What follows belongs to an exercise in optimizing a design on an open flow for small area, a short achievable clock period and few clock cycles; a production flow would make more cautious choices. The RTL was checked by simulation tests, not by an equivalence proof against the original design. Power figures rest on the tool's default switching activity, not on a simulated workload.

$ cat flow/run.sh
#!/bin/bash
# synth_recipe.tcl (not shown) runs the flow's synth.tcl, then flattens the netlist and writes it again
# the make line also repeats each setting of config.mk as NAME=value (left out here)
make -C /OpenROAD-flow-scripts/flow DESIGN_CONFIG=/design/flow/config.mk WORK_HOME=/design/flow/orfs CLKGATE_MAP_FILE= SYNTH_SCRIPT=/design/flow/synth_recipe.tcl finish
$ cat flow/config.mk
export PLATFORM = sky130hd
export DESIGN_NAME = mipsCpuBus
export DESIGN_NICKNAME = mipsCpuBus
export VERILOG_FILES = /design/flow/design.v
export SDC_FILE = /design/flow/constraint.sdc
export NUM_CORES = 4
export LEC_CHECK = 0
export CAP_MARGIN = 20
export CORE_MARGIN = 2
export CORE_UTILIZATION = 40
export SETUP_SLACK_MARGIN = 5
export SLEW_MARGIN = 20
$ cat flow/constraint.sdc
create_clock -name core_clock -period 10.0 [get_ports {clk}]
set_input_delay 2.0000 -clock core_clock [delete_from_list [all_inputs] [get_ports {clk}]]
set_output_delay 2.0000 -clock core_clock [all_outputs]
set_load 0.01 [all_outputs]
$ cat flow/design.v
`default_nettype none
package cpuPkg;
    typedef logic [31:0] cpuWord;
    typedef logic [4:0] regIndex;
    localparam logic [29:0] resetWord = 30'h2FF0_0000;    
endpackage
`default_nettype wire
`default_nettype none
module alu (
    input cpuPkg::cpuWord a,
    input cpuPkg::cpuWord b,
    input logic sub,
    input logic selSum,
    input logic selAnd,
    input logic selOr,
    input logic selXor,
    input logic selSlt,
    input logic selSltu,
    input logic selShift,
    input logic selB,
    input logic shiftRight,
    input logic shiftArith,
    input logic [4:0] shiftAmount,
    output cpuPkg::cpuWord sum,
    output cpuPkg::cpuWord result
);
    logic [32:0] wide;
    logic carry;
    logic lessSigned;
    cpuPkg::cpuWord shiftIn;
    cpuPkg::cpuWord shifted;
    cpuPkg::cpuWord shiftOut;
    assign wide = {1'b0, a} + {1'b0, sub ? ~b : b} + {32'b0, sub};
    assign sum = wide[31:0];
    assign carry = wide[32];
    assign lessSigned = (a[31] ^ b[31]) ? a[31] : sum[31];
    always_comb begin
        for (int i = 0; i < 32; i++) shiftIn[i] = shiftRight ? b[i] : b[31 - i];
    end
    assign shifted = $signed({shiftArith & b[31], shiftIn}) >>> shiftAmount;
    always_comb begin
        for (int i = 0; i < 32; i++) shiftOut[i] = shiftRight ? shifted[i] : shifted[31 - i];
    end
    assign result = ({32{selSum}} & sum)
                  | ({32{selAnd}} & (a & b))
                  | ({32{selOr}} & (a | b))
                  | ({32{selXor}} & (a ^ b))
                  | {31'b0, (selSlt & lessSigned) | (selSltu & !carry)}
                  | ({32{selShift}} & shiftOut)
                  | ({32{selB}} & b);
endmodule
`default_nettype wire
`default_nettype none
module registerFile (
    input logic clk,
    input logic writeEnable,
    input cpuPkg::regIndex writeIndex,
    input cpuPkg::cpuWord writeData,
    input cpuPkg::regIndex readA,
    input cpuPkg::regIndex readB,
    output cpuPkg::cpuWord dataA,
    output cpuPkg::cpuWord dataB,
    output cpuPkg::cpuWord registerV0
);
    cpuPkg::cpuWord regs [1:31];
    always_ff @(posedge clk) begin
        if (writeEnable && writeIndex != '0) begin
            regs[writeIndex] <= writeData;
        end
    end
    assign dataA = (readA == '0) ? '0 : regs[readA];
    assign dataB = (readB == '0) ? '0 : regs[readB];
    assign registerV0 = regs[2];
endmodule
`default_nettype wire
`default_nettype none
module mipsCpuBus (
    input logic clk,
    input logic reset,
    output logic active,
    output cpuPkg::cpuWord registerV0,
    output cpuPkg::cpuWord address,
    output logic read,
    output logic write,
    output cpuPkg::cpuWord writedata,
    input cpuPkg::cpuWord readdata,
    input logic waitrequest
);
    function automatic logic [31:0] byteSwap(input logic [31:0] value);
        byteSwap = {value[7:0], value[15:8], value[23:16], value[31:24]};
    endfunction
    logic halted;
    logic [29:0] pcF;           
    logic pcFZero;              
    logic [29:0] pcD;           
    logic arrive;               
    logic bufValid;             
    cpuPkg::cpuWord bufIns;
    logic redirPend;            
    logic [29:0] redirTgt;
    logic redirTgtZero;
    logic memPending;           
    logic memW;
    logic [29:0] memAddr;
    cpuPkg::cpuWord memData;
    cpuPkg::regIndex mRd;       
    logic dataCycle;            
    cpuPkg::regIndex dRd;
    logic xValid;
    logic xWr;                  
    cpuPkg::regIndex xRd, xRs, xRt;
    logic xBReg;                
    logic xIsLoad, xIsStore, xIsMem;
    logic xIsJr;
    logic xBeq, xBne, xBlez, xBgtz, xBltz, xBgez, xIsBr;
    logic xPred;                
    logic xDsF;                 
    logic [29:0] xTgt;
    cpuPkg::cpuWord xA, xB, xS;
    logic xSub, xSelSum, xSelAnd, xSelOr, xSelXor, xSelSlt, xSelSltu, xSelShift, xSelB;
    logic xShR, xShA, xVar;
    logic [4:0] xSa;
    logic dValid;
    logic fetchEn, fetchAcc;
    assign dValid = arrive || bufValid;
    assign fetchEn = !halted && !memPending && !pcFZero && !(dValid && dataCycle);
    assign fetchAcc = fetchEn && !waitrequest;
    assign address = {memPending ? memAddr : pcF, 2'b00};
    assign read = memPending ? !memW : fetchEn;
    assign write = memPending && memW;
    assign writedata = byteSwap(memData);
    assign active = !halted;
    cpuPkg::cpuWord ins;
    logic [5:0] op, fn;
    cpuPkg::regIndex rs, rt, rd;
    logic [4:0] sa;
    logic [15:0] imm;
    assign ins = bufValid ? bufIns : readdata;
    assign op = ins[31:26];
    assign rs = ins[25:21];
    assign rt = ins[20:16];
    assign rd = ins[15:11];
    assign sa = ins[10:6];
    assign fn = ins[5:0];
    assign imm = ins[15:0];
    logic opSpecial, opRegimm, opJ, opJal, opBeq, opBne, opBlez, opBgtz;
    logic opAddiu, opSlti, opSltiu, opAndi, opOri, opXori, opLui, opLw, opSw;
    logic fnShift, fnShiftV, fnJr, fnJalr, fnAddu, fnSubu, fnAnd, fnOr, fnXor, fnSlt, fnSltu;
    assign opSpecial = op == 6'h00;
    assign opRegimm = op == 6'h01;
    assign opJ = op == 6'h02;
    assign opJal = op == 6'h03;
    assign opBeq = op == 6'h04;
    assign opBne = op == 6'h05;
    assign opBlez = op == 6'h06;
    assign opBgtz = op == 6'h07;
    assign opAddiu = op == 6'h09;
    assign opSlti = op == 6'h0A;
    assign opSltiu = op == 6'h0B;
    assign opAndi = op == 6'h0C;
    assign opOri = op == 6'h0D;
    assign opXori = op == 6'h0E;
    assign opLui = op == 6'h0F;
    assign opLw = op == 6'h23;
    assign opSw = op == 6'h2B;
    assign fnShift = opSpecial && fn[5:3] == 3'b000;         
    assign fnShiftV = fnShift && fn[2];
    assign fnJr = opSpecial && fn == 6'h08;
    assign fnJalr = opSpecial && fn == 6'h09;
    assign fnAddu = opSpecial && fn == 6'h21;
    assign fnSubu = opSpecial && fn == 6'h23;
    assign fnAnd = opSpecial && fn == 6'h24;
    assign fnOr = opSpecial && fn == 6'h25;
    assign fnXor = opSpecial && fn == 6'h26;
    assign fnSlt = opSpecial && fn == 6'h2A;
    assign fnSltu = opSpecial && fn == 6'h2B;
    logic dLinkBr, dCondBr, dImmI, dRtype, dLink;
    assign dLinkBr = opRegimm && rt[4];
    assign dCondBr = opRegimm || opBeq || opBne || opBlez || opBgtz;
    assign dImmI = opAddiu || opSlti || opSltiu || opAndi || opOri || opXori || opLui;
    assign dRtype = fnShift || fnAddu || fnSubu || fnAnd || fnOr || fnXor || fnSlt || fnSltu;
    assign dLink = opJal || fnJalr || dLinkBr;
    cpuPkg::regIndex dDest;
    always_comb begin
        if (opJal || dLinkBr) dDest = 5'd31;
        else if (dRtype || fnJalr) dDest = rd;
        else if (dImmI) dDest = rt;
        else dDest = 5'd0;
    end
    logic dJr, jrHaz, dPred;
    assign dJr = fnJr || fnJalr;
    assign jrHaz = (xValid && xIsLoad && xRt == rs) || (memPending && mRd == rs);
    assign dPred = opJ || opJal || (dJr && !jrHaz)
                 || (dCondBr && (opBne ? rs != rt
                                       : (imm[15]
                                          || (opBeq && rs == rt)
                                          || ((opBlez || (opRegimm && rt[0])) && rs == 5'd0))));
    logic [29:0] pcD1, pcD2, dTgtBJ, dTgt;
    logic dTgtZero;
    assign pcD1 = pcD + 30'd1;
    assign pcD2 = pcD + 30'd2;
    assign dTgtBJ = (opJ || opJal) ? {pcD1[29:26], ins[25:0]} : pcD1 + {{14{imm[15]}}, imm};
    assign dTgt = dJr ? rsVal[31:2] : dTgtBJ;
    assign dTgtZero = dJr ? rs == 5'd0 : dTgtBJ == '0;
    cpuPkg::cpuWord rfA, rfB, rsVal, rtVal, xRes, xSum;
    assign rsVal = (xWr && xRd == rs) ? xRes : rfA;
    assign rtVal = (xWr && xRd == rt) ? xRes : rfB;
    cpuPkg::cpuWord immExt, bNext, sNext;
    always_comb begin
        if (opLui) immExt = {imm, 16'b0};
        else if (opAndi || opOri || opXori) immExt = {16'b0, imm};
        else immExt = {{16{imm[15]}}, imm};
    end
    always_comb begin
        if (dImmI || opLw || opSw) bNext = immExt;
        else if (dLink) bNext = {pcD2, 2'b00};
        else if (opBlez || opBgtz) bNext = '0;
        else bNext = rtVal;
    end
    assign sNext = opSw ? rtVal : {pcD2, 2'b00};
    logic hazard, xStall, xAdv, dAdv;
    logic ldNZ;
    assign ldNZ = memPending && mRd != 5'd0;
    assign hazard = ldNZ && (xRs == mRd || xRt == mRd || xRd == mRd);
    assign xStall = dataCycle || hazard;
    assign xAdv = xValid && !xStall && !(xIsMem && memPending && waitrequest);
    assign dAdv = dValid && !dataCycle && (!xValid || xAdv);
    logic [4:0] shAmt;
    assign shAmt = xVar ? xA[4:0] : xSa;
    alu arith (
        .a(xA),
        .b(xB),
        .sub(xSub),
        .selSum(xSelSum),
        .selAnd(xSelAnd),
        .selOr(xSelOr),
        .selXor(xSelXor),
        .selSlt(xSelSlt),
        .selSltu(xSelSltu),
        .selShift(xSelShift),
        .selB(xSelB),
        .shiftRight(xShR),
        .shiftArith(xShA),
        .shiftAmount(shAmt),
        .sum(xSum),
        .result(xRes)
    );
    logic eq, taken, xCtl, xCorr;
    logic [29:0] corrAddr;
    assign eq = xA == xB;
    assign taken = (xBeq && eq) || (xBne && !eq) || (xBlez && (xA[31] || eq))
                || (xBgtz && !xA[31] && !eq) || (xBltz && xA[31]) || (xBgez && !xA[31]);
    assign xCtl = xValid && !xStall;
    assign xCorr = xCtl && (xIsJr ? (!xPred || xA[31:2] == '0) : (xIsBr && taken != xPred));
    assign corrAddr = xIsJr ? xA[31:2] : (taken ? xTgt : xS[31:2]);
    cpuPkg::cpuWord loadData;
    assign loadData = byteSwap(readdata);
    registerFile registers (
        .clk(clk),
        .writeEnable(dataCycle || (xWr && !xStall)),
        .writeIndex(dataCycle ? dRd : xRd),
        .writeData(dataCycle ? loadData : xRes),
        .readA(rs),
        .readB(rt),
        .dataA(rfA),
        .dataB(rfB),
        .registerV0(registerV0)
    );
    logic [29:0] pcFNext;
    logic pcFZeroNext, redirPendNext, kill;
    always_comb begin
        pcFNext = pcF;
        pcFZeroNext = pcFZero;
        redirPendNext = redirPend;
        kill = 1'b0;
        if (xCorr) begin
            if (xDsF || fetchAcc) begin
                pcFNext = corrAddr;
                pcFZeroNext = corrAddr == '0;
                redirPendNext = 1'b0;
                kill = xDsF;
            end else begin
                redirPendNext = 1'b1;
            end
        end else if (fetchAcc) begin
            if (dAdv && dPred) begin
                pcFNext = dTgt;
                pcFZeroNext = dTgtZero;
            end else if (redirPend) begin
                pcFNext = redirTgt;
                pcFZeroNext = redirTgtZero;
                redirPendNext = 1'b0;
            end else begin
                pcFNext = pcF + 30'd1;
                pcFZeroNext = &pcF;
            end
        end else if (dAdv && dPred) begin
            redirPendNext = 1'b1;
        end
    end
    logic memPendingNext, dataCycleNext, haltNext;
    assign memPendingNext = (memPending && waitrequest) || (xAdv && xIsMem);
    assign dataCycleNext = memPending && !memW && !waitrequest;
    assign haltNext = pcFZeroNext && !redirPendNext && !(fetchAcc && !kill) && !(dValid && !dAdv)
                    && !dAdv && !(xValid && !xAdv) && !memPendingNext && !dataCycleNext;
    always_ff @(posedge clk) begin
        if (reset) begin
            pcF <= cpuPkg::resetWord;
            pcFZero <= 1'b0;
            redirPend <= 1'b0;
            arrive <= 1'b0;
            bufValid <= 1'b0;
            halted <= 1'b0;
            memPending <= 1'b0;
            dataCycle <= 1'b0;
            xValid <= 1'b0;
            xWr <= 1'b0;
        end else begin
            pcF <= pcFNext;
            pcFZero <= pcFZeroNext;
            redirPend <= redirPendNext;
            arrive <= fetchAcc && !kill;
            bufValid <= dValid && !dAdv;
            halted <= halted || haltNext;
            memPending <= memPendingNext;
            dataCycle <= dataCycleNext;
            if (dAdv) begin
                xValid <= 1'b1;
                xWr <= dDest != 5'd0;
            end else if (xAdv) begin
                xValid <= 1'b0;
                xWr <= 1'b0;
            end
        end
    end
    always_ff @(posedge clk) begin
        if (xCorr) begin
            redirTgt <= corrAddr;
            redirTgtZero <= corrAddr == '0;
        end else if (!redirPend) begin
            redirTgt <= dTgt;
            redirTgtZero <= dTgtZero;
        end
        if (fetchAcc) pcD <= pcF;
        if (arrive) bufIns <= readdata;
        dRd <= mRd;
        if (xAdv && xIsMem) begin
            memAddr <= xSum[31:2];
            memW <= xIsStore;
            memData <= xS;
            mRd <= xIsLoad ? xRt : 5'd0;
        end
    end
    always_ff @(posedge clk) begin
        if (dAdv) begin
            xRd <= dDest;
            xRs <= rs;
            xRt <= rt;
            xBReg <= !(dImmI || opLw || opSw || dLink || opBlez || opBgtz);
            xIsLoad <= opLw;
            xIsStore <= opSw;
            xIsMem <= opLw || opSw;
            xIsJr <= fnJr || fnJalr;
            xBeq <= opBeq;
            xBne <= opBne;
            xBlez <= opBlez;
            xBgtz <= opBgtz;
            xBltz <= opRegimm && !rt[0];
            xBgez <= opRegimm && rt[0];
            xIsBr <= dCondBr;
            xPred <= dPred;
            xDsF <= fetchAcc;
            xTgt <= dTgt;
            xA <= rsVal;
            xB <= bNext;
            xS <= sNext;
            xSub <= fnSubu || fnSlt || fnSltu || opSlti || opSltiu;
            xSelSum <= fnAddu || fnSubu || opAddiu;
            xSelAnd <= fnAnd || opAndi;
            xSelOr <= fnOr || opOri;
            xSelXor <= fnXor || opXori;
            xSelSlt <= fnSlt || opSlti;
            xSelSltu <= fnSltu || opSltiu;
            xSelShift <= fnShift;
            xSelB <= opLui || dLink;
            xShR <= fn[1];
            xShA <= fn[0];
            xVar <= fnShiftV;
            xSa <= sa;
        end else begin
            if (xValid) xDsF <= xDsF || fetchAcc;
            if (dataCycle && dRd != 5'd0) begin
                if (xRs == dRd) xA <= loadData;
                if (xRt == dRd && xBReg) xB <= loadData;
                if (xRt == dRd && xIsStore) xS <= loadData;
            end
        end
    end
endmodule
`default_nettype wire
==> impl_table.tex, run 1 <==
\begin{tabular}{lr}
\hline
Metric & Value \\
\hline
\multicolumn{2}{l}{\textbf{Run status}} \\
Outcome & finished clean \\
\multicolumn{2}{l}{\textbf{Hold path}} \\
Classification of the worst-slack hold path & flop to flop \\
\multicolumn{2}{l}{\textbf{Clock tree}} \\
Buffer levels on the longest clock path & 3 \\
Number of clock buffers inserted by TritonCTS & 155 \\
H-tree level count & 4 \\
\# clock sinks & roughly 1400 \\
Clock Tree Root & sky130\_fd\_sc\_hd\_\_clkbuf\_16 \\
Clock latency reported for the late side of the worst-skew pair & approximately 0.8 ns \\
Number of buffers inserted by hold repair at cts & 0 \\
Clock Pin Slew Worst Setup and Hold Paths & 0.06 ns \\
Clock tree from TritonCTS & done \\
\multicolumn{2}{l}{\textbf{Timing}} \\
Min Clock Period, post-route & approximately 5 ns \\
Total negative setup slack & 0 ns \\
Relative slew slack & 24.7\% \\
Setup ws final & approximately 5 ns \\
Slew at the pin closest to its max-slew limit & 1.11 ns \\
Final Hold Viols & 0 \\
Final period utilization & 51.1\% \\
Number of slew-limit violations in the final report & 0 \\
RSZ-0062 raised after global routing & yes \\
Final setup violation count & 0 \\
Timing-limited maximum frequency & 196 MHz \\
Clk\_skew & $\sim$0.031 ns \\
\multicolumn{2}{l}{\textbf{Final layout}} \\
Area growth, synth to finish & 16.2\% \\
Net total in the final layout & between 8000 and 9000 \\
Combined area of the multi-input logic cells & between 30000 and 40000 sq um \\
Commonest cells after routing, fill and taps aside & sky130\_fd\_sc\_hd\_\_nand2\_1, sky130\_fd\_sc\_hd\_\_edfxtp\_1, sky130\_fd\_sc\_hd\_\_nand3\_1, sky130\_fd\_sc\_hd\_\_a311oi\_1, sky130\_fd\_sc\_hd\_\_nor2\_1 \\
Non-filler cells, final & 10800 \\
Fraction of layout cells with a size suffix above 1 & 12.4\% \\
Fill cell count & about 18000 \\
Leading cell type in the layout, fill and taps excluded & sky130\_fd\_sc\_hd\_\_nand2\_1 \\
Area taken by flip-flops and latches & 40700 sq um \\
\multicolumn{2}{l}{\textbf{Routing}} \\
Post-Route WL & 367000 um \\
Routed length on met3 & 47300 um \\
Top routing layer in use & met5 \\
Number of DRC violations after detailed routing & 0 \\
Iteration-0 DRC Markers & 12100 \\
Wire length on met1 & 132000 um \\
Average wire per standard cell & 33.9 um \\
Total via count in the routed design & 72100 \\
Vias per cell & 6.67 \\
Routed wl met2 & roughly 160000 um \\
ANT nets after route & 0 \\
First-pass detailed-route iteration total & 7 \\
\multicolumn{2}{l}{\textbf{GRT}} \\
Total routing usage reported by global routing & 35.4\% \\
Initial antenna violation count & 21 \\
Via count of the first global-routing pass & between 60000 and 70000 \\
First-pass GRT wire length & around 500000 um \\
Pin count of the biggest net entering global routing & between 100 and 150 \\
Remaining global-route overflow & 0 \\
\multicolumn{2}{l}{\textbf{Yosys}} \\
Most frequently used flop master after synthesis & sky130\_fd\_sc\_hd\_\_edfxtp\_1 \\
Synth warn & 3 \\
Sequential share of the synthesized area & between 50\% and 60\% \\
Share of synthesized registers carrying an async set or reset & 0\% \\
Number of synthesized flops with an enable pin & 1325 \\
Average cell area after synthesis & 9.54 sq um \\
Flip-flop and latch count after synthesis & between 1000 and 1500 \\
Distinct cell type count after synthesis & between 90 and 100 \\
Cell area after synthesis & 77900 sq um \\
Post-Syn Instances & roughly 8200 \\
\multicolumn{2}{l}{\textbf{Job}} \\
Max Cap Viol & 0 \\
\multicolumn{2}{l}{\textbf{Power}} \\
Pwr/cell area & between 200 and 250 nW/um\^{}2 \\
Power after layout & 0.0191 W \\
Peak supply drop & 0.190 mV \\
Reported leakage power & 32.3 nW \\
\multicolumn{2}{l}{\textbf{Placement}} \\
Pre-CTS worst setup slack & 2.56 ns \\
Cell count after placement & 10400 \\
Post-DP HPWL & roughly 220000 um \\
I/O Buffers & 131 \\
Weighted congestion reported at the end of routability-driven placement & 1.11 \\
\multicolumn{2}{l}{\textbf{Floorplan}} \\
Core footprint & between 150000 and 200000 sq um \\
Die area & 198000 sq um \\
Cell row count & 161 \\
IO Count & 134 \\
Die width & between 400 and 500 um \\
Floorplan die height & 445 um \\
Initial cell density of the core & between 40 and 50\% \\
\multicolumn{2}{l}{\textbf{Worst setup path}} \\
Worst path arrival time & 5.79 ns \\
Path type of the worst setup path & input pin to flop \\
Required time at the endpoint of the critical path & 10.68 ns \\
Biggest fanout along the worst timing path & 6 \\
Critical Path Start Type & input pin \\
Setup crit end kind & flop \\
\hline
\end{tabular}
==> routing by layer <==
layer	vias to the layer above	track usage [%]
li1	30100	-
met1	35200	45.3
met2	5665	53.4
met3	1200	8.72
met4	10	22.8
met5	-	0
==> synthesized netlist by cell type (all sizes together), types with 25 or more instances <==
cell type  instances  area share [%]
a211oi            60            0.58
a31oi             99            0.79
o21ai            262             1.7
nand4             30            0.24
a311oi           350             3.9
o211ai           102            0.98
nor2             307             1.5
nand2           2240              11
ha               130             2.1
and2              25            0.20
nor4              40            0.33
a22oi             27            0.26
xor2             116             1.3
a221oi            34            0.40
nand3            902             5.8
mux4              29            0.84
inv              164            0.79
and3             158             1.3
edfxtp          1325              51
xnor2             99             1.1
a21o              39            0.38
mux2              78             1.1
mux2i            155             2.0
o22ai             65            0.52
clkbuf           410             2.0
dfxtp             44             1.1
buf              225             1.3
a21oi            272             1.8
a221o             27            0.35
nor3              50            0.32
o21a              33            0.32
==> area by class of cell <==
| class | instances | share of cell area (%) |
|---|---|---|
| Antenna cell | 11 | 0.0304 |
| Tap cell | 2526 | 3.49 |
| Timing Repair inverter | 6 | 0.0636 |
| Inverter | 167 | 0.867 |
| Clock inverter | 83 | 0.870 |
| Sequential cell | 1369 | 45.0 |
| Timing Repair Buffer | 456 | 5.29 |
| Clock buffer | 195 | 4.53 |
| Multi-Input combinational cell | 6001 | 39.9 |
==> worst max-delay path: stages <==
cell,delay (ns)
sky130_fd_sc_hd__dlygate4sd2_1,0.36
sky130_fd_sc_hd__mux2i_1,0.20
sky130_fd_sc_hd__buf_4,0.23
sky130_fd_sc_hd__inv_1,0.27
sky130_fd_sc_hd__ha_4,0.41
sky130_fd_sc_hd__nand2_2,0.11
sky130_fd_sc_hd__nor2_2,0.17
sky130_fd_sc_hd__nand3_1,0.15
sky130_fd_sc_hd__a211oi_4,0.33
sky130_fd_sc_hd__o21ai_1,0.16
sky130_fd_sc_hd__o221ai_1,0.23
sky130_fd_sc_hd__mux2i_1,0.24
sky130_fd_sc_hd__nor2_1,0.09
sky130_fd_sc_hd__xnor2_2,0.28
sky130_fd_sc_hd__nor4_4,0.09
sky130_fd_sc_hd__buf_4,0.14
sky130_fd_sc_hd__o41a_1,0.30
==> kinds of logic (layout without fill, tap and decap cells) <==
logic type	Yosys count	count (layout)	share of synthesized area (%)
XOR/XNOR	215	215	2.42
multiplexers	262	264	3.98
buffers and inverters	802	907	4.10
flip-flops	1369	1369	52.2
adder cells (fa/ha/maj)	132	132	2.14
AND/OR/NAND/NOR	3844	3844	21.3
other	1	13	0.00481
AO/OA/AOI/OAI	1540	1544	13.9
==> worst paths after layout <==
check                        from                   end  slack [ns]  cells past startpoint
setup / recovery     readdata[14]    pcFZero$_SDFF_PP0_        4.89                     17
hold / removal    xS[1]$_DFFE_PP_  memData[1]$_DFFE_PP_        0.44                      0
setup reg to reg   xShR$_DFFE_PP_  pcF[18]$_SDFFE_PP0P_        4.94                     13
hold reg to reg   xS[1]$_DFFE_PP_  memData[1]$_DFFE_PP_        0.44                      0
==> through the flow <==
stage          area [sq um]  hold WS [ns]  utilization (%)
3_3_place_gp          82300         0.404             42.6
4_1_cts               89400         0.440             46.3
5_1_grt               90500         0.453             46.9
6_report              90500         0.440             46.9
3_5_place_dp          82300         0.430             42.7
2_1_floorplan         78000         0.346                -
==> registers in the layout (all words and copies together), names as in the netlist, 30 cells and up <==
register	count
registers.regs	992
memAddr	30
pcF	30
xS	32
pcD	30
xA	32
xB	32
xTgt	30
bufIns	32
memData	32
redirTgt	30
==> what timing repair did <==
item                                    in CTS  in global routing
cloned                                      18                  8
endpoints found under the setup margin     581                443
pin swaps                                   25                 27
gates resized for setup                    352                140
buffers inserted                            64                 30
==> report_power, final <==
group	switching, W	internal (W)
combinational	0.00433	0.00177
clock	0.00247	0.00317
sequential	0.000316	0.00707
total	0.00711	0.0120
Testbench counts, summed over its fixed seeds: cycles 66,471.
==> run 2, diff against run 1 <==
--- a/flow/config.mk
+++ b/flow/config.mk
@@ -5,6 +5,7 @@
 export SDC_FILE = /design/flow/constraint.sdc
 export NUM_CORES = 4
 export LEC_CHECK = 0
+export ABC_CLOCK_PERIOD_IN_PS = 4500
 export CAP_MARGIN = 20
 export CORE_MARGIN = 2
 export CORE_UTILIZATION = 40
==> run 2 against run 1 <==
  * Power is the same
  * Area after synthesis unchanged
  * Cell area stayed put
  * Combinational power about the same
  * Sequential share of layout area unchanged
  * Cell count stayed put
  * Register-to-register slack about the same
  * Non-clock buffer count unchanged
  * First-iteration DRC count is the same
  * Count of clock-buffer cells in the layout is the same
  * Setup slack did not move
  * Critical path type unchanged
  * Critical endpoint unchanged
  * Largest power group unchanged
  * Highest routed layer unchanged
==> impl_table.tex, run 2 <==
\begin{tabular}{lr}
\hline
Metric & Value \\
\hline
\multicolumn{2}{l}{\textbf{Run status}} \\
Outcome & finished clean \\
\multicolumn{2}{l}{\textbf{Worst setup path}} \\
Path type of the worst setup path & input pin to flop \\
Required time at the endpoint of the critical path & 10.68 ns (about the same) \\
FF-to-FF setup slack & 4.94 ns (about the same) \\
Critical Path Slowest Stage Cell & sky130\_fd\_sc\_hd\_\_ha\_4 \\
Worst reg2reg startpoint & xShR\$\_DFFE\_PP\_ \\
Maximum cell stage delay along the critical path & 0.41 ns (about the same) \\
Cell depth of the worst flop-to-flop path & 13 (unchanged) \\
Critical Path Start Type & input pin \\
Crit Reg-Reg Endpoint & pcF[18]\$\_SDFFE\_PP0P\_ \\
Worst path arrival time & 5.79 ns (about the same) \\
Setup crit end kind & flop \\
Critical Path, Cell by Cell & dlygate4sd2\_1 -> mux2i\_1 -> buf\_4 -> inv\_1 -> ha\_4 -> nand2\_2 -> nor2\_2 -> nand3\_1 -> a211oi\_4 -> o21ai\_1 -> o221ai\_1 -> mux2i\_1 -> nor2\_1 -> xnor2\_2 -> nor4\_4 -> buf\_4 -> o41a\_1 \\
Biggest fanout along the worst timing path & 6 (unchanged) \\
Buffers plus inverters on the worst setup path & 4 (unchanged) \\
Gate family responsible for the most delay along the worst path & compound AO/OA/AOI/OAI gates \\
\multicolumn{2}{l}{\textbf{Job}} \\
Max Cap Viol & 0 (unchanged) \\
\multicolumn{2}{l}{\textbf{Timing}} \\
Final Hold Viols & 0 (unchanged) \\
Final period utilization & 51.1\% (unchanged) \\
Total negative setup slack & 0 ns (unchanged) \\
Clk\_skew & 0.0307 ns (unchanged) \\
Min Clock Period, post-route & 5.11 ns (unchanged) \\
Relative slew slack & 24.7\% (unchanged) \\
Timing-limited maximum frequency & 196 MHz (unchanged) \\
Final setup violation count & 0 (unchanged) \\
Slew at the pin closest to its max-slew limit & 1.11 ns (unchanged) \\
RSZ-0062 raised after global routing & yes \\
Setup ws final & 4.89 ns (unchanged) \\
Number of slew-limit violations in the final report & 0 (unchanged) \\
\multicolumn{2}{l}{\textbf{Power}} \\
Reported leakage power & 32.3 nW (unchanged) \\
Peak supply drop & 0.190 mV (unchanged) \\
Clock network fraction of design power & 29.5\% (about the same) \\
Part of the power in registers & 38.6\% (about the same) \\
Power after layout & 0.0191 W (unchanged) \\
Part of the total power dissipated in combinational logic & 31.9\% (about the same) \\
Power spent charging and discharging nets & 0.00711 W (unchanged) \\
Switching Fraction & 37.2\% (unchanged) \\
Pwr/cell area & 211 nW/um\^{}2 (unchanged) \\
Internal power component & 0.0120 W (unchanged) \\
\multicolumn{2}{l}{\textbf{Clock tree}} \\
Clock Pin Slew Worst Setup and Hold Paths & 0.06 ns (about the same) \\
Clock Tree Root & sky130\_fd\_sc\_hd\_\_clkbuf\_16 \\
\# clock sinks & 1369 (unchanged) \\
Number of clock buffers inserted by TritonCTS & 155 (unchanged) \\
H-tree level count & 4 (unchanged) \\
Clock latency reported for the late side of the worst-skew pair & 0.82 ns (about the same) \\
Buffer levels on the longest clock path & 3 (unchanged) \\
Clock tree from TritonCTS & done \\
Number of buffers inserted by hold repair at cts & 0 (unchanged) \\
\multicolumn{2}{l}{\textbf{Routing}} \\
Total via count in the routed design & 72100 (unchanged) \\
First-pass detailed-route iteration total & 7 (unchanged) \\
Iteration-0 DRC Markers & 12100 (unchanged) \\
ANT nets after route & 0 (unchanged) \\
Post-Route WL & 367000 um (unchanged) \\
Number of DRC violations after detailed routing & 0 (unchanged) \\
Average wire per standard cell & 33.9 um (unchanged) \\
Vias per cell & 6.67 (unchanged) \\
\multicolumn{2}{l}{\textbf{Yosys}} \\
Sequential share of the synthesized area & 52.2\% (unchanged) \\
Average cell area after synthesis & 9.54 sq um (unchanged) \\
Share of synthesized registers carrying an async set or reset & 0\% (unchanged) \\
Most frequent cell after synthesis & sky130\_fd\_sc\_hd\_\_nand2\_1 \\
Number of synthesized flops with an enable pin & 1325 (unchanged) \\
List of most frequent post-synthesis cells & sky130\_fd\_sc\_hd\_\_nand2\_1, sky130\_fd\_sc\_hd\_\_edfxtp\_1, sky130\_fd\_sc\_hd\_\_nand3\_1, sky130\_fd\_sc\_hd\_\_clkbuf\_1, sky130\_fd\_sc\_hd\_\_a311oi\_1 \\
Cell area after synthesis & 77900 sq um (unchanged) \\
Post-Syn Instances & 8165 (unchanged) \\
Top cells by area in the synthesized netlist & sky130\_fd\_sc\_hd\_\_edfxtp\_1, sky130\_fd\_sc\_hd\_\_nand2\_1, sky130\_fd\_sc\_hd\_\_nand3\_1 \\
Distinct cell type count after synthesis & 95 (unchanged) \\
Synth warn & 3 (unchanged) \\
Yosys top cell area share & 51.1\% (unchanged) \\
Flip-flop and latch count after synthesis & 1369 (unchanged) \\
Leading area contributor after synthesis & sky130\_fd\_sc\_hd\_\_edfxtp\_1 \\
Most frequently used flop master after synthesis & sky130\_fd\_sc\_hd\_\_edfxtp\_1 \\
\multicolumn{2}{l}{\textbf{Floorplan}} \\
IO Count & 134 (unchanged) \\
Cell row count & 161 (unchanged) \\
Floorplan die height & 445 um (unchanged) \\
Die width & 445 um (unchanged) \\
Die area & 198000 sq um (unchanged) \\
Core footprint & 193000 sq um (unchanged) \\
Initial cell density of the core & 40.4\% (unchanged) \\
\multicolumn{2}{l}{\textbf{Final layout}} \\
Fill cell count & 17800 (unchanged) \\
Area growth, synth to finish & 16.2\% (unchanged) \\
Fraction of layout cells with a size suffix above 1 & 12.4\% (unchanged) \\
Max reg flops & 992 (unchanged) \\
Combined area of the multi-input logic cells & 36100 sq um (unchanged) \\
Area taken by flip-flops and latches & 40700 sq um (unchanged) \\
Commonest cells after routing, fill and taps aside & sky130\_fd\_sc\_hd\_\_nand2\_1, sky130\_fd\_sc\_hd\_\_edfxtp\_1, sky130\_fd\_sc\_hd\_\_nand3\_1, sky130\_fd\_sc\_hd\_\_a311oi\_1, sky130\_fd\_sc\_hd\_\_nor2\_1 \\
Leading cell type in the layout, fill and taps excluded & sky130\_fd\_sc\_hd\_\_nand2\_1 \\
Top reg by flops & registers.regs \\
Net total in the final layout & 8323 (unchanged) \\
Final design area excluding fillers & 90500 sq um (unchanged) \\
\multicolumn{2}{l}{\textbf{Placement}} \\
Pre-CTS worst setup slack & 2.56 ns (unchanged) \\
Placed Instance Area & 82300 sq um (unchanged) \\
I/O Buffers & 131 (unchanged) \\
Weighted congestion reported at the end of routability-driven placement & 1.11 (unchanged) \\
Post-DP HPWL & 224000 um (unchanged) \\
\multicolumn{2}{l}{\textbf{GRT}} \\
Initial antenna violation count & 21 (unchanged) \\
Pin count of the biggest net entering global routing & 127 (unchanged) \\
Total routing usage reported by global routing & 35.4\% (unchanged) \\
First-pass GRT wire length & 503000 um (unchanged) \\
Remaining global-route overflow & 0 (unchanged) \\
Via count of the first global-routing pass & 65700 (unchanged) \\
\multicolumn{2}{l}{\textbf{Hold path}} \\
Number of cells on the worst hold path & 0 (unchanged) \\
Startpoint of the most critical hold path & xS[1]\$\_DFFE\_PP\_ \\
Classification of the worst-slack hold path & flop to flop \\
End of the worst hold path & memData[1]\$\_DFFE\_PP\_ \\
\hline
\end{tabular}
run 2: cells by family after synthesis:
logic type | Yosys count | share of synthesized area, %
AOI/OAI and AO/OA | 1540 | 13.9
muxes | 262 | 3.98
and+or+nand+nor | 3844 | 21.3
adders and majority gates | 132 | 2.14
buffers and inverters | 802 | 4.10
DFF | 1369 | 52.2
xor gates and xnor gates | 215 | 2.42
other | 1 | 0.00481
run 2: stage by stage:
stage,hold slack (ns),util (%),instances
floorplan,0.346,-,8166
global placement,0.404,42.6,10400
detailed placement,0.430,42.7,10400
CTS,0.440,46.3,10800
global route,0.453,46.9,10800
finish,0.440,46.9,10800
run 2: worst max-delay path by stage:
stage | start | endpoint | slack (ns) | cells past startpoint
after detailed placement | readdata[22] | pcF[20]$_SDFFE_PP1P_ | 2.56 | 12
final | readdata[14] | pcFZero$_SDFF_PP0_ | 4.89 | 17
after floorplan | readdata[1] | redirTgtZero$_DFFE_PP_ | 4.94 | 15
after global placement | readdata[22] | pcF[20]$_SDFFE_PP1P_ | 2.50 | 12
after CTS | readdata[18] | xS[19]$_DFFE_PP_ | 4.97 | 12
after global routing | xSub$_DFFE_PP_ | redirTgt[28]$_DFFE_PP_ | 4.86 | 15
run 2: worst reg2reg max path, stage by stage (launching register included):
cell                       delay, ns
sky130_fd_sc_hd__edfxtp_1       0.34
sky130_fd_sc_hd__buf_4          0.39
sky130_fd_sc_hd__buf_4          0.49
sky130_fd_sc_hd__mux2_2         0.45
sky130_fd_sc_hd__mux2i_1        0.35
sky130_fd_sc_hd__mux2_2         0.27
sky130_fd_sc_hd__a21oi_1        0.07
sky130_fd_sc_hd__a221oi_1       0.52
sky130_fd_sc_hd__o221ai_1       0.30
sky130_fd_sc_hd__a21oi_2        0.85
sky130_fd_sc_hd__o21ai_1        0.29
sky130_fd_sc_hd__a21oi_2        0.37
sky130_fd_sc_hd__mux2_2         0.21
sky130_fd_sc_hd__a21oi_1        0.06
run 2: cell type report:
cell class	instances	area share, %
multi-input cells	6001	39.9
repair buffers	456	5.29
inverters	167	0.867
well taps	2526	3.49
clock inverters	83	0.870
flip-flops and latches	1369	45.0
repair inverters	6	0.0636
clock buffers	195	4.53
diodes	11	0.0304
run 2: power by group through the flow:
stage	sequential (W)	clock (W)	combinational, W
global route	0.00738	0.00587	0.00629
detailed placement	0.00751	0	0.00529
floorplan	0.00733	0	0.00308
global placement	0.00751	0	0.00526
CTS	0.00736	0.00567	0.00567
finish	0.00739	0.00565	0.00610
run 2: what timing repair did:
| action | CTS | global route |
|---|---|---|
| gates resized for setup | 352 | 140 |
| cloned | 18 | 8 |
| pin swaps | 25 | 27 |
| endpoints found under the setup margin | 581 | 443 |
| buffers inserted | 64 | 30 |
run 2: routing by layer:
| layer | share of wire, % | global-route usage (%) |
|---|---|---|
| met3 | 13 | 8.72 |
| met5 | 0.022 | 0 |
| met1 | 36 | 45.3 |
| met2 | 43 | 53.4 |
| met4 | 8.2 | 22.8 |
==> run 3, diff against run 2 <==
--- a/flow/design.v
+++ b/flow/design.v
@@ -94,8 +94,6 @@
     logic pcFZero;              
     logic [29:0] pcD;           
     logic arrive;               
-    logic bufValid;             
-    cpuPkg::cpuWord bufIns;
     logic redirPend;            
     logic [29:0] redirTgt;
     logic redirTgtZero;
@@ -120,10 +118,9 @@
     logic xSub, xSelSum, xSelAnd, xSelOr, xSelXor, xSelSlt, xSelSltu, xSelShift, xSelB;
     logic xShR, xShA, xVar;
     logic [4:0] xSa;
-    logic dValid;
+    logic drop;                 
     logic fetchEn, fetchAcc;
-    assign dValid = arrive || bufValid;
-    assign fetchEn = !halted && !memPending && !pcFZero && !(dValid && dataCycle);
+    assign fetchEn = !halted && !memPending && !pcFZero;
     assign fetchAcc = fetchEn && !waitrequest;
     assign address = {memPending ? memAddr : pcF, 2'b00};
     assign read = memPending ? !memW : fetchEn;
@@ -135,7 +132,7 @@
     cpuPkg::regIndex rs, rt, rd;
     logic [4:0] sa;
     logic [15:0] imm;
-    assign ins = bufValid ? bufIns : readdata;
+    assign ins = readdata;
     assign op = ins[31:26];
     assign rs = ins[25:21];
     assign rt = ins[20:16];
@@ -224,7 +221,8 @@
     assign hazard = ldNZ && (xRs == mRd || xRt == mRd || xRd == mRd);
     assign xStall = dataCycle || hazard;
     assign xAdv = xValid && !xStall && !(xIsMem && memPending && waitrequest);
-    assign dAdv = dValid && !dataCycle && (!xValid || xAdv);
+    assign dAdv = arrive && (!xValid || xAdv);
+    assign drop = arrive && xValid && !xAdv;
     logic [4:0] shAmt;
     assign shAmt = xVar ? xA[4:0] : xSa;
     alu arith (
@@ -282,6 +280,10 @@
             end else begin
                 redirPendNext = 1'b1;
             end
+        end else if (drop) begin
+            pcFNext = pcD;
+            pcFZeroNext = 1'b0;
+            redirPendNext = 1'b1;
         end else if (fetchAcc) begin
             if (dAdv && dPred) begin
                 pcFNext = dTgt;
@@ -301,7 +303,7 @@
     logic memPendingNext, dataCycleNext, haltNext;
     assign memPendingNext = (memPending && waitrequest) || (xAdv && xIsMem);
     assign dataCycleNext = memPending && !memW && !waitrequest;
-    assign haltNext = pcFZeroNext && !redirPendNext && !(fetchAcc && !kill) && !(dValid && !dAdv)
+    assign haltNext = pcFZeroNext && !redirPendNext && !(fetchAcc && !kill) && !drop
                     && !dAdv && !(xValid && !xAdv) && !memPendingNext && !dataCycleNext;
     always_ff @(posedge clk) begin
         if (reset) begin
@@ -309,7 +311,6 @@
             pcFZero <= 1'b0;
             redirPend <= 1'b0;
             arrive <= 1'b0;
-            bufValid <= 1'b0;
             halted <= 1'b0;
             memPending <= 1'b0;
             dataCycle <= 1'b0;
@@ -320,7 +321,6 @@
             pcFZero <= pcFZeroNext;
             redirPend <= redirPendNext;
             arrive <= fetchAcc && !kill;
-            bufValid <= dValid && !dAdv;
             halted <= halted || haltNext;
             memPending <= memPendingNext;
             dataCycle <= dataCycleNext;
@@ -337,12 +337,14 @@
         if (xCorr) begin
             redirTgt <= corrAddr;
             redirTgtZero <= corrAddr == '0;
+        end else if (drop) begin
+            redirTgt <= pcF;
+            redirTgtZero <= pcFZero;
         end else if (!redirPend) begin
             redirTgt <= dTgt;
             redirTgtZero <= dTgtZero;
         end
         if (fetchAcc) pcD <= pcF;
-        if (arrive) bufIns <= readdata;
         dRd <= mRd;
         if (xAdv && xIsMem) begin
             memAddr <= xSum[31:2];
@@ -388,7 +390,8 @@
             xVar <= fnShiftV;
             xSa <= sa;
         end else begin
-            if (xValid) xDsF <= xDsF || fetchAcc;
+            if (drop) xDsF <= 1'b0;
+            else if (xValid) xDsF <= xDsF || fetchAcc;
             if (dataCycle && dRd != 5'd0) begin
                 if (xRs == dRd) xA <= loadData;
                 if (xRt == dRd && xBReg) xB <= loadData;
==> flow/flow/run.sh (new file) <==
#!/bin/bash
# Standard ORFS layout, with timing repair aimed below the clock period:
# repair_timing keeps working until every path has 6.0 ns of setup slack.
set -euo pipefail
bash standard.sh SETUP_SLACK_MARGIN=6.0 > standard_flow.log 2>&1
==> flow/standard.sh (new file) <==
#!/bin/bash
# synth_recipe.tcl (not shown) runs the flow's synth.tcl, then flattens the netlist and writes it again
# the make line also repeats each setting of config.mk as NAME=value (left out here)
make -C /OpenROAD-flow-scripts/flow DESIGN_CONFIG=/design/flow/config.mk WORK_HOME=/design/flow/orfs CLKGATE_MAP_FILE= SYNTH_SCRIPT=/design/flow/synth_recipe.tcl "${@:-finish}"
==> flow/config.mk (replaced) <==
export PLATFORM = sky130hd
export DESIGN_NAME = mipsCpuBus
export DESIGN_NICKNAME = mipsCpuBus
export VERILOG_FILES = /design/flow/design.v
export SDC_FILE = /design/flow/constraint.sdc
export NUM_CORES = 4
export LEC_CHECK = 0
export CAP_MARGIN = 20
export CORE_MARGIN = 2
export CORE_UTILIZATION = 55
export SLEW_MARGIN = 20
removed: flow/run.sh
==> run 3 against run 2 <==
  * Largest power group unchanged
  * Highest routed layer unchanged
  * Via count is 15% lower
  * Flip-flop and latch count down 33
  * Area after synthesis decreased by 3.9%
  * Fmax up 7.0%
  * Register-to-register slack gained 0.29 ns
==> impl_table.tex, run 3 <==
\begin{tabular}{lr}
\hline
Metric & Value \\
\hline
\multicolumn{2}{l}{\textbf{Run status}} \\
Outcome & finished clean \\
\multicolumn{2}{l}{\textbf{Worst setup path}} \\
Critical Path Start Type & flop \\
Required time at the endpoint of the critical path & 10.63 ns (-0.05 ns) \\
Biggest fanout along the worst timing path & 4 (-2) \\
Worst path arrival time & 5.41 ns (-0.38 ns) \\
Setup crit end kind & flop \\
Path type of the worst setup path & flop to flop \\
\multicolumn{2}{l}{\textbf{Power}} \\
Reported leakage power & 32.9 nW (+1.8\%) \\
Peak supply drop & 0.179 mV (-5.3\%) \\
Power after layout & 0.0154 W (-20\%) \\
Pwr/cell area & 161 nW/um\^{}2 (-24\%) \\
\multicolumn{2}{l}{\textbf{Timing}} \\
Total negative setup slack & 0 ns (unchanged) \\
Worst hold slack & 0.496 ns (+0.0561 ns) \\
Number of slew-limit violations in the final report & 0 (unchanged) \\
Relative slew slack & 23.1\% (-1.6 points) \\
Clk\_skew & 0.0473 ns (+0.0166 ns) \\
RSZ-0062 raised after global routing & yes \\
Final Hold Viols & 0 (unchanged) \\
Timing-limited maximum frequency & 210 MHz (+7.0\%) \\
Slew at the pin closest to its max-slew limit & 1.15 ns (+0.0427 ns) \\
Final period utilization & 47.7\% (-3.4 points) \\
Final setup violation count & 0 (unchanged) \\
Min Clock Period, post-route & 4.77 ns (-0.335 ns) \\
\multicolumn{2}{l}{\textbf{GRT}} \\
First-pass GRT wire length & 447000 um (-11\%) \\
Remaining global-route overflow & 0 (unchanged) \\
Total routing usage reported by global routing & 46.4\% (+11 points) \\
Via count of the first global-routing pass & 56100 (-15\%) \\
Pin count of the biggest net entering global routing & 75 (-41\%) \\
Initial antenna violation count & 16 (-24\%) \\
\multicolumn{2}{l}{\textbf{Hold path}} \\
Classification of the worst-slack hold path & flop to flop \\
\multicolumn{2}{l}{\textbf{Clock tree}} \\
Clock latency reported for the late side of the worst-skew pair & 0.83 ns (about the same) \\
Clock tree from TritonCTS & done \\
Number of clock buffers inserted by TritonCTS & 143 (-7.7\%) \\
Number of buffers inserted by hold repair at cts & 0 (unchanged) \\
Clock Pin Slew Worst Setup and Hold Paths & 0.06 ns (about the same) \\
Buffer levels on the longest clock path & 3 (unchanged) \\
H-tree level count & 4 (unchanged) \\
Clock Tree Root & sky130\_fd\_sc\_hd\_\_clkbuf\_16 \\
\# clock sinks & 1336 (-2.4\%) \\
\multicolumn{2}{l}{\textbf{Routing}} \\
Number of DRC violations after detailed routing & 0 (unchanged) \\
Iteration-0 DRC Markers & 11300 (-6.7\%) \\
ANT nets after route & 0 (unchanged) \\
Total via count in the routed design & 61300 (-15\%) \\
First-pass detailed-route iteration total & 10 (+3) \\
Average wire per standard cell & 41.9 um (+24\%) \\
Vias per cell & 7.63 (+14\%) \\
Post-Route WL & 337000 um (-8.1\%) \\
\multicolumn{2}{l}{\textbf{Yosys}} \\
Sequential share of the synthesized area & 53.0\% (+0.81 points) \\
Top cells by area in the synthesized netlist & sky130\_fd\_sc\_hd\_\_edfxtp\_1, sky130\_fd\_sc\_hd\_\_mux4\_2, sky130\_fd\_sc\_hd\_\_mux2i\_1 \\
Cell area after synthesis & 74900 sq um (-3.9\%) \\
Number of synthesized flops with an enable pin & 1293 (-2.4\%) \\
Average cell area after synthesis & 13.5 sq um (+41\%) \\
Share of synthesized registers carrying an async set or reset & 0\% (unchanged) \\
Distinct cell type count after synthesis & 94 (-1.1\%) \\
Yosys top cell area share & 51.9\% (+0.79 points) \\
List of most frequent post-synthesis cells & sky130\_fd\_sc\_hd\_\_edfxtp\_1, sky130\_fd\_sc\_hd\_\_mux4\_2, sky130\_fd\_sc\_hd\_\_nand2\_1, sky130\_fd\_sc\_hd\_\_nor2\_1, sky130\_fd\_sc\_hd\_\_a21oi\_1 \\
Leading area contributor after synthesis & sky130\_fd\_sc\_hd\_\_edfxtp\_1 \\
Synth warn & 3 (unchanged) \\
Most frequently used flop master after synthesis & sky130\_fd\_sc\_hd\_\_edfxtp\_1 \\
Most frequent cell after synthesis & sky130\_fd\_sc\_hd\_\_edfxtp\_1 \\
Flip-flop and latch count after synthesis & 1336 (-2.4\%) \\
Post-Syn Instances & 5566 (-32\%) \\
\multicolumn{2}{l}{\textbf{Final layout}} \\
Fraction of layout cells with a size suffix above 1 & 37.2\% (+25 points) \\
Max reg flops & 992 (unchanged) \\
Leading cell type in the layout, fill and taps excluded & sky130\_fd\_sc\_hd\_\_edfxtp\_1 \\
Commonest cells after routing, fill and taps aside & sky130\_fd\_sc\_hd\_\_edfxtp\_1, sky130\_fd\_sc\_hd\_\_mux4\_2, sky130\_fd\_sc\_hd\_\_buf\_4, sky130\_fd\_sc\_hd\_\_nand2\_1, sky130\_fd\_sc\_hd\_\_nor2\_1 \\
Fill cell count & 8957 (-50\%) \\
Area growth, synth to finish & 27.3\% \\
Net total in the final layout & 6297 (-24\%) \\
Top reg by flops & registers.regs \\
\multicolumn{2}{l}{\textbf{Floorplan}} \\
Die width & 373 um (-16\%) \\
Floorplan die height & 373 um (-16\%) \\
Cell row count & 135 (-16\%) \\
Initial cell density of the core & 55.3\% (+15 points) \\
Core footprint & 135000 sq um (-30\%) \\
IO Count & 134 (unchanged) \\
Die area & 139000 sq um (-30\%) \\
\multicolumn{2}{l}{\textbf{Placement}} \\
Post-DP HPWL & 192000 um (-14\%) \\
Weighted congestion reported at the end of routability-driven placement & 1.05 (-5.5\%) \\
I/O Buffers & 131 (unchanged) \\
\multicolumn{2}{l}{\textbf{Job}} \\
Max Cap Viol & 0 (unchanged) \\
\hline
\end{tabular}
-- run 3: per-layer routing --
metal / track usage (%) / vias to the layer above / routed length [um]
met2: 67.9 / 5853 / 144000
met1: 58.7 / 30500 / 110000
met3: 14.5 / 1445 / 50500
met4: 33.5 / 12 / 32000
met5: 0 / - / 78
li1: - / 23500 / -
-- run 3: per-stage QoR --
stage | std cells | util (%) | setup slack (ns) | instance area [sq um]
after floorplan | 5567 | - | 5.28 | 76600
after global placement | 7172 | 58.1 | 3.58 | 78600
after detailed placement | 7172 | 58.1 | 3.53 | 78600
after CTS | 7831 | 67.6 | 5.30 | 91400
after global routing | 8027 | 70.4 | 5.07 | 95300
final | 8033 | 70.4 | 5.23 | 95300
-- run 3: kinds of logic (layout without fill, tap and decap cells) --
kind of cell,count (synthesis),count (layout),synth area share [%]
flip-flops,1336,1336,53.0
adder cells (fa/ha/maj),134,134,2.26
other,1,10,0.00501
XOR/XNOR,206,206,2.41
multiplexers,849,882,21.0
buffers and inverters,575,1207,3.08
AO/OA/AOI/OAI,1177,1183,10.5
AND/OR/NAND/NOR,1288,1294,7.78
-- run 3: final cells by class --
class | instances | area [sq um] | share of cell area, %
Antenna cell | 8 | 20.0 | 0.0210
Clock buffer | 175 | 3750 | 3.93
Clock inverter | 85 | 901 | 0.945
Inverter | 120 | 494 | 0.519
Multi-Input combinational cell | 3701 | 38300 | 40.2
Sequential cell | 1336 | 39700 | 41.6
Tap cell | 1781 | 2230 | 2.34
Timing Repair Buffer | 827 | 9890 | 10.4
-- run 3: worst max-delay path, cell delays in order (launching register included) --
cell and delay, ns:
sky130_fd_sc_hd__edfxtp_1 0.54, sky130_fd_sc_hd__nand2_2 0.13, sky130_fd_sc_hd__nor3_4 0.21, sky130_fd_sc_hd__and4_4 0.25
sky130_fd_sc_hd__and3_4 0.19, sky130_fd_sc_hd__and3_4 0.18, sky130_fd_sc_hd__and3_4 0.19, sky130_fd_sc_hd__and2_4 0.19
sky130_fd_sc_hd__nand3_4 0.11, sky130_fd_sc_hd__xnor2_4 0.18, sky130_fd_sc_hd__ha_4 0.30, sky130_fd_sc_hd__nand4_1 0.18
sky130_fd_sc_hd__or3_1 0.37, sky130_fd_sc_hd__o31a_1 0.36, sky130_fd_sc_hd__a31oi_2 0.20, sky130_fd_sc_hd__mux2i_2 0.30
sky130_fd_sc_hd__xnor2_2 0.20, sky130_fd_sc_hd__nand2_1 0.11, sky130_fd_sc_hd__nor3_2 0.16, sky130_fd_sc_hd__o22ai_1 0.08
sky130_fd_sc_hd__o21bai_1 0.17
-- run 3: report_power, final --
part | leakage [nW] | internal (W) | switching (W)
clock network | 2.25 | 0.00299 | 0.00236
registers | 11.9 | 0.00639 | 0.000129
logic | 18.7 | 0.00139 | 0.00211
total | 32.9 | 0.0108 | 0.00460
-- run 3: worst paths after layout --
path / startpoint / slack [ns] / endpoint / cells after the start
worst min register to register: xIsStore$_DFFE_PP_ / 0.50 / memW$_DFFE_PP_ / 0
worst max-delay path: pcD[4]$_DFFE_PP_ / 5.23 / redirTgtZero$_DFFE_PP_ / 20
worst max register to register: pcD[4]$_DFFE_PP_ / 5.23 / redirTgtZero$_DFFE_PP_ / 20
worst min-delay path: xIsStore$_DFFE_PP_ / 0.50 / memW$_DFFE_PP_ / 0
-- run 3: repair_timing --
item / 4_1_cts / 5_1_grt
gates resized for setup: 961 / 414
pin swaps: 174 / 199
gates cloned: 77 / 43
setup buffers: 322 / 151
endpoints found under the setup margin: 1803 / 1077
Testbench counts of run 3, summed over its fixed seeds: cycles 66,471.
==> run 4, diff against run 3 <==
--- a/flow/design.v
+++ b/flow/design.v
@@ -92,7 +92,7 @@
     logic halted;
     logic [29:0] pcF;           
     logic pcFZero;              
-    logic [29:0] pcD;           
+    logic [29:0] pcD1;          
     logic arrive;               
     logic redirPend;            
     logic [29:0] redirTgt;
@@ -110,7 +110,7 @@
     logic xBReg;                
     logic xIsLoad, xIsStore, xIsMem;
     logic xIsJr;
-    logic xBeq, xBne, xBlez, xBgtz, xBltz, xBgez, xIsBr;
+    logic xBeq, xBne, xBlez, xBgtz, xBltz, xBgez, xAlways, xIsBr;
     logic xPred;                
     logic xDsF;                 
     logic [29:0] xTgt;
@@ -192,13 +192,12 @@
                                        : (imm[15]
                                           || (opBeq && rs == rt)
                                           || ((opBlez || (opRegimm && rt[0])) && rs == 5'd0))));
-    logic [29:0] pcD1, pcD2, dTgtBJ, dTgt;
+    logic [29:0] pcD2, dTgtBJ, dTgt;
     logic dTgtZero;
-    assign pcD1 = pcD + 30'd1;
-    assign pcD2 = pcD + 30'd2;
+    assign pcD2 = pcD1 + 30'd1;
     assign dTgtBJ = (opJ || opJal) ? {pcD1[29:26], ins[25:0]} : pcD1 + {{14{imm[15]}}, imm};
     assign dTgt = dJr ? rsVal[31:2] : dTgtBJ;
-    assign dTgtZero = dJr ? rs == 5'd0 : dTgtBJ == '0;
+    assign dTgtZero = dJr && rs == 5'd0;
     cpuPkg::cpuWord rfA, rfB, rsVal, rtVal, xRes, xSum;
     assign rsVal = (xWr && xRd == rs) ? xRes : rfA;
     assign rtVal = (xWr && xRd == rt) ? xRes : rfB;
@@ -247,9 +246,10 @@
     logic [29:0] corrAddr;
     assign eq = xA == xB;
     assign taken = (xBeq && eq) || (xBne && !eq) || (xBlez && (xA[31] || eq))
-                || (xBgtz && !xA[31] && !eq) || (xBltz && xA[31]) || (xBgez && !xA[31]);
+                || (xBgtz && !xA[31] && !eq) || (xBltz && xA[31]) || (xBgez && !xA[31]) || xAlways;
     assign xCtl = xValid && !xStall;
-    assign xCorr = xCtl && (xIsJr ? (!xPred || xA[31:2] == '0) : (xIsBr && taken != xPred));
+    assign xCorr = xCtl && (xIsJr ? (!xPred || xA[31:2] == '0)
+                                  : (xIsBr && (taken != xPred || (xPred && xTgt == '0))));
     assign corrAddr = xIsJr ? xA[31:2] : (taken ? xTgt : xS[31:2]);
     cpuPkg::cpuWord loadData;
     assign loadData = byteSwap(readdata);
@@ -281,7 +281,7 @@
                 redirPendNext = 1'b1;
             end
         end else if (drop) begin
-            pcFNext = pcD;
+            pcFNext = pcD1 - 30'd1;
             pcFZeroNext = 1'b0;
             redirPendNext = 1'b1;
         end else if (fetchAcc) begin
@@ -344,7 +344,7 @@
             redirTgt <= dTgt;
             redirTgtZero <= dTgtZero;
         end
-        if (fetchAcc) pcD <= pcF;
+        if (fetchAcc) pcD1 <= pcF + 30'd1;
         dRd <= mRd;
         if (xAdv && xIsMem) begin
             memAddr <= xSum[31:2];
@@ -369,10 +369,11 @@
             xBgtz <= opBgtz;
             xBltz <= opRegimm && !rt[0];
             xBgez <= opRegimm && rt[0];
-            xIsBr <= dCondBr;
+            xIsBr <= dCondBr || opJ || opJal;
+            xAlways <= opJ || opJal;
             xPred <= dPred;
             xDsF <= fetchAcc;
-            xTgt <= dTgt;
+            xTgt <= dTgtBJ;
             xA <= rsVal;
             xB <= bNext;
             xS <= sNext;
==> run 4 against run 3 <==
  * Now fails the layout checks on max-capacitance violations, max-slew violations
  * Count of clock-buffer cells in the layout up 7
  * Core utilization up 1.0 points
  * Register-to-register slack better by 0.39 ns
  * Via count up 1.9%
  * Highest routed layer unchanged
==> impl_table.tex, run 4 <==
\begin{tabular}{lr}
\hline
Metric & Value \\
\hline
\multicolumn{2}{l}{\textbf{GRT}} \\
Total routing usage reported by global routing & 48.5\% (+2.1 points) \\
Pin count of the biggest net entering global routing & 70 (-6.7\%) \\
Initial antenna violation count & 20 (+4) \\
Via count of the first global-routing pass & 57500 (+2.5\%) \\
First-pass GRT wire length & 467000 um (+4.5\%) \\
Remaining global-route overflow & 0 (unchanged) \\
\multicolumn{2}{l}{\textbf{Clock tree}} \\
Buffer levels on the longest clock path & 3 (unchanged) \\
Clock Tree Root & sky130\_fd\_sc\_hd\_\_clkbuf\_16 \\
Clock tree from TritonCTS & done \\
\# clock sinks & 1337 (+0.075\%) \\
H-tree level count & 4 (unchanged) \\
Number of clock buffers inserted by TritonCTS & 144 (+0.70\%) \\
Clock latency reported for the late side of the worst-skew pair & 0.84 ns (about the same) \\
Number of buffers inserted by hold repair at cts & 0 (unchanged) \\
Clock Pin Slew Worst Setup and Hold Paths & 0.06 ns (about the same) \\
\multicolumn{2}{l}{\textbf{Yosys}} \\
Most frequently used flop master after synthesis & sky130\_fd\_sc\_hd\_\_edfxtp\_1 \\
Leading area contributor after synthesis & sky130\_fd\_sc\_hd\_\_edfxtp\_1 \\
Synth warn & 3 (unchanged) \\
Flip-flop and latch count after synthesis & 1337 (+0.075\%) \\
Post-Syn Instances & 5597 (+0.56\%) \\
Sequential share of the synthesized area & 52.7\% (-0.31 points) \\
Share of synthesized registers carrying an async set or reset & 0\% (unchanged) \\
Number of synthesized flops with an enable pin & 1294 (+0.077\%) \\
Most frequent cell after synthesis & sky130\_fd\_sc\_hd\_\_edfxtp\_1 \\
Average cell area after synthesis & 13.5 sq um (+0.11\%) \\
Distinct cell type count after synthesis & 91 (-3.2\%) \\
Cell area after synthesis & 75400 sq um (+0.67\%) \\
Top cells by area in the synthesized netlist & sky130\_fd\_sc\_hd\_\_edfxtp\_1, sky130\_fd\_sc\_hd\_\_mux4\_2, sky130\_fd\_sc\_hd\_\_mux2i\_1 \\
List of most frequent post-synthesis cells & sky130\_fd\_sc\_hd\_\_edfxtp\_1, sky130\_fd\_sc\_hd\_\_mux4\_2, sky130\_fd\_sc\_hd\_\_nor2\_1, sky130\_fd\_sc\_hd\_\_nand2\_1, sky130\_fd\_sc\_hd\_\_clkbuf\_1 \\
Yosys top cell area share & 51.6\% (-0.31 points) \\
\multicolumn{2}{l}{\textbf{Routing}} \\
Total via count in the routed design & 62500 (+1.9\%) \\
Number of DRC violations after detailed routing & 0 (unchanged) \\
Vias per cell & 7.70 (+0.87\%) \\
Post-Route WL & 352000 um (+4.6\%) \\
ANT nets after route & 0 (unchanged) \\
First-pass detailed-route iteration total & 8 (-2) \\
Average wire per standard cell & 43.4 um (+3.5\%) \\
Iteration-0 DRC Markers & 11100 (-1.6\%) \\
\multicolumn{2}{l}{\textbf{Power}} \\
Part of the power in registers & 42.4\% (about the same) \\
Switching Fraction & 30.0\% (+0.057 points) \\
Power spent charging and discharging nets & 0.00462 W (+0.41\%) \\
Clock network fraction of design power & 35.2\% (+0.4 points) \\
Reported leakage power & 33.4 nW (+1.4\%) \\
Peak supply drop & 0.170 mV (-5.3\%) \\
Pwr/cell area & 159 nW/um\^{}2 (-1.6\%) \\
Part of the total power dissipated in combinational logic & 22.4\% (-0.4 points) \\
Internal power component & 0.0108 W (+0.14\%) \\
\multicolumn{2}{l}{\textbf{Timing}} \\
Final period utilization & 44.9\% (-2.9 points) \\
Final setup violation count & 0 (unchanged) \\
Total negative setup slack & 0 ns (unchanged) \\
Relative slew slack & -14.1\% (-37 points) \\
Final Hold Viols & 0 (unchanged) \\
Number of slew-limit violations in the final report & 61 (+61) \\
Timing-limited maximum frequency & 223 MHz (+6.4\%) \\
RSZ-0062 raised after global routing & yes \\
Setup ws final & 5.51 ns (+0.287 ns) \\
Slew at the pin closest to its max-slew limit & 1.71 ns (+0.564 ns) \\
Min Clock Period, post-route & 4.49 ns (-0.287 ns) \\
Clk\_skew & 0.0616 ns (+0.0143 ns) \\
\multicolumn{2}{l}{\textbf{Worst setup path}} \\
Startpoint of the worst setup timing path & readdata[31] \\
Required time at the endpoint of the critical path & 10.71 ns (+0.08 ns) \\
Setup crit end kind & flop \\
Worst path arrival time & 5.19 ns (-0.22 ns) \\
Critical Path Start Type & input pin \\
Path type of the worst setup path & input pin to flop \\
Critical Path End & pcF[6]\$\_SDFFE\_PP0P\_ \\
Biggest fanout along the worst timing path & 7 (+3) \\
FF-to-FF setup slack & 5.62 ns (+0.39 ns) \\
Crit Reg-Reg Endpoint & registers.regs[4][0]\$\_DFFE\_PP\_ \\
Worst reg2reg startpoint & xSub\$\_DFFE\_PP\_ \\
Cell depth of the worst flop-to-flop path & 18 (-10\%) \\
\multicolumn{2}{l}{\textbf{Final layout}} \\
Commonest cells after routing, fill and taps aside & sky130\_fd\_sc\_hd\_\_edfxtp\_1, sky130\_fd\_sc\_hd\_\_mux4\_2, sky130\_fd\_sc\_hd\_\_buf\_4, sky130\_fd\_sc\_hd\_\_nand2\_1, sky130\_fd\_sc\_hd\_\_nor2\_1 \\
Area growth, synth to finish & 28.8\% \\
Fill cell count & 8841 (-1.3\%) \\
Area taken by flip-flops and latches & 39700 sq um (+0.10\%) \\
Fraction of layout cells with a size suffix above 1 & 37.7\% (+0.49 points) \\
Leading cell type in the layout, fill and taps excluded & sky130\_fd\_sc\_hd\_\_edfxtp\_1 \\
Max reg flops & 992 (unchanged) \\
Net total in the final layout & 6367 (+1.1\%) \\
Top reg by flops & registers.regs \\
Combined area of the multi-input logic cells & 39100 sq um (+1.9\%) \\
\multicolumn{2}{l}{\textbf{Placement}} \\
Pre-CTS worst setup slack & 3.18 ns (-0.350 ns) \\
Weighted congestion reported at the end of routability-driven placement & 1.08 (+3.4\%) \\
I/O Buffers & 131 (unchanged) \\
Post-DP HPWL & 201000 um (+4.7\%) \\
\multicolumn{2}{l}{\textbf{Run status}} \\
Outcome & complete, but fails checks \\
Set of violated layout checks & max-capacitance violations, max-slew violations \\
\multicolumn{2}{l}{\textbf{Floorplan}} \\
Cell row count & 135 (unchanged) \\
Initial cell density of the core & 55.5\% (+0.16 points) \\
Die area & 140000 sq um (+0.66\%) \\
IO Count & 134 (unchanged) \\
Die width & 374 um (+0.33\%) \\
Floorplan die height & 374 um (+0.33\%) \\
Core footprint & 136000 sq um (+0.37\%) \\
\multicolumn{2}{l}{\textbf{Hold path}} \\
Classification of the worst-slack hold path & flop to flop \\
Number of cells on the worst hold path & 0 (unchanged) \\
\multicolumn{2}{l}{\textbf{Job}} \\
Max Cap Viol & 1 (+1) \\
\hline
\end{tabular}
-- run 4: changes by cell type in the layout (fill, tap and decap cells not counted), moves of 21 or more --
cell,change
sky130_fd_sc_hd__a211oi_1,-33
sky130_fd_sc_hd__a21oi_1,-22
sky130_fd_sc_hd__a21oi_2,-33
sky130_fd_sc_hd__buf_12,+27
sky130_fd_sc_hd__inv_1,+28
sky130_fd_sc_hd__mux2_4,-23
sky130_fd_sc_hd__nand2_1,-52
sky130_fd_sc_hd__nand3_1,+22
sky130_fd_sc_hd__nor4_1,+21
-- run 4: cell type report --
| cell class | instances | share of cell area, % |
|---|---|---|
| Sequential cell | 1337 | 40.9 |
| Multi-Input combinational cell | 3714 | 40.2 |
| Timing Repair Buffer | 863 | 11.0 |
| Clock buffer | 182 | 3.87 |
| Tap cell | 1781 | 2.30 |
| Clock inverter | 73 | 0.967 |
| Inverter | 138 | 0.601 |
| Antenna cell | 25 | 0.0644 |
| Timing Repair inverter | 5 | 0.0490 |
-- run 4: worst min-delay path by stage --
stage | from | end | slack [ns]
floorplan | mRd[0]$_SDFFCE_PN0P_ | dRd[0]$_DFF_P_ | 0.35
global placement | xS[1]$_DFFE_PP_ | memData[1]$_DFFE_PP_ | 0.41
detailed placement | xS[1]$_DFFE_PP_ | memData[1]$_DFFE_PP_ | 0.43
CTS | xS[1]$_DFFE_PP_ | memData[1]$_DFFE_PP_ | 0.44
global route | xS[1]$_DFFE_PP_ | memData[1]$_DFFE_PP_ | 0.44
finish | xS[1]$_DFFE_PP_ | memData[1]$_DFFE_PP_ | 0.45
-- run 4: metrics by stage --
stage	area (sq um)	power [W]	hold WS (ns)	instances	utilization (%)
global route	97000	0.0156	0.437	8097	71.4
CTS	92700	0.0148	0.439	7865	68.2
finish	97100	0.0154	0.445	8118	71.5
global placement	79300	0.00889	0.405	7229	58.4
floorplan	77100	0.00799	0.346	5598	-
detailed placement	79300	0.00890	0.425	7229	58.4
-- run 4: repair_timing --
item	4_1_cts	5_1_grt
cloned	80	41
resized for setup	967	464
pin swaps	181	203
buffers inserted	301	183
setup endpoints to repair	1497	1397
-- run 4: metal layers --
layer,GRT usage (%),vias up,share of wire (%)
met4,38.2,10,10
met2,69.3,6154,42
met1,59.9,31000,32
met3,17.6,1546,16
li1,-,23800,-
met5,0,-,0.022
-- run 4: kinds of logic (layout without fill, tap and decap cells) --
kind of cell / after synthesis / count (layout) / share of synthesized area (%)
buffers and inverters: 587 / 1261 / 3.07
xor gates and xnor gates: 197 / 197 / 2.29
and+or+nand+nor: 1260 / 1267 / 7.67
DFF: 1337 / 1337 / 52.7
muxes: 883 / 912 / 21.3
AOI/OAI and AO/OA: 1202 / 1206 / 10.8
adders and majority gates: 130 / 130 / 2.17
other: 1 / 27 / 0.00498
-- run 4: critical path: stages --
cell and delay [ns]:
sky130_fd_sc_hd__buf_8 0.10, sky130_fd_sc_hd__buf_4 0.19, sky130_fd_sc_hd__buf_4 0.16, sky130_fd_sc_hd__or2_2 0.37, sky130_fd_sc_hd__nor2_1 0.82, sky130_fd_sc_hd__a41oi_4 0.31
sky130_fd_sc_hd__buf_6 0.23, sky130_fd_sc_hd__nand2b_4 0.21, sky130_fd_sc_hd__buf_4 0.17, sky130_fd_sc_hd__buf_6 0.11, sky130_fd_sc_hd__o31ai_4 0.17, sky130_fd_sc_hd__a221oi_2 0.08
sky130_fd_sc_hd__nor3_1 0.19, sky130_fd_sc_hd__nor2_1 0.06
-- run 4: power groups by stage --
stage | Clock, W | Combinational (W) | Sequential [W]
after global placement | 0 | 0.00223 | 0.00666
after floorplan | 0 | 0.00144 | 0.00655
after detailed placement | 0 | 0.00224 | 0.00666
final | 0.00542 | 0.00344 | 0.00653
after global routing | 0.00562 | 0.00348 | 0.00653
after CTS | 0.00539 | 0.00290 | 0.00652
Testbench counts of run 4, summed over its fixed seeds: cycles 66,471.

## afterwards: timing with drivers on the ports
The results above use ideal ports. As a check the final layouts listed here were re-extracted and re-timed, cells and wires unchanged.
Step 1: set_driving_cell puts a clkbuf_16 on clk and a buf_2 on each other input, an assumption about the parent block.
Step 2 times the ports against the registers' clock, not the clock port: input delays grow and output delays shrink by t, the midpoint of the rising clock arrivals with the driver on.
Three values: ideal, step 1, step 2; two values: the first two.
| run | t (ns) | setup slack, ns |
|---|---|---|
| run 1 | 0.892 | 4.892 / 4.920 / 4.028 |
| run 2 | 0.892 | 4.892 / 4.920 / 4.028 |
| run 3 | 0.883 | 5.227 / 5.227 / 4.452 |
| run 4 | 0.888 | 5.515 / 5.331 / 4.443 |
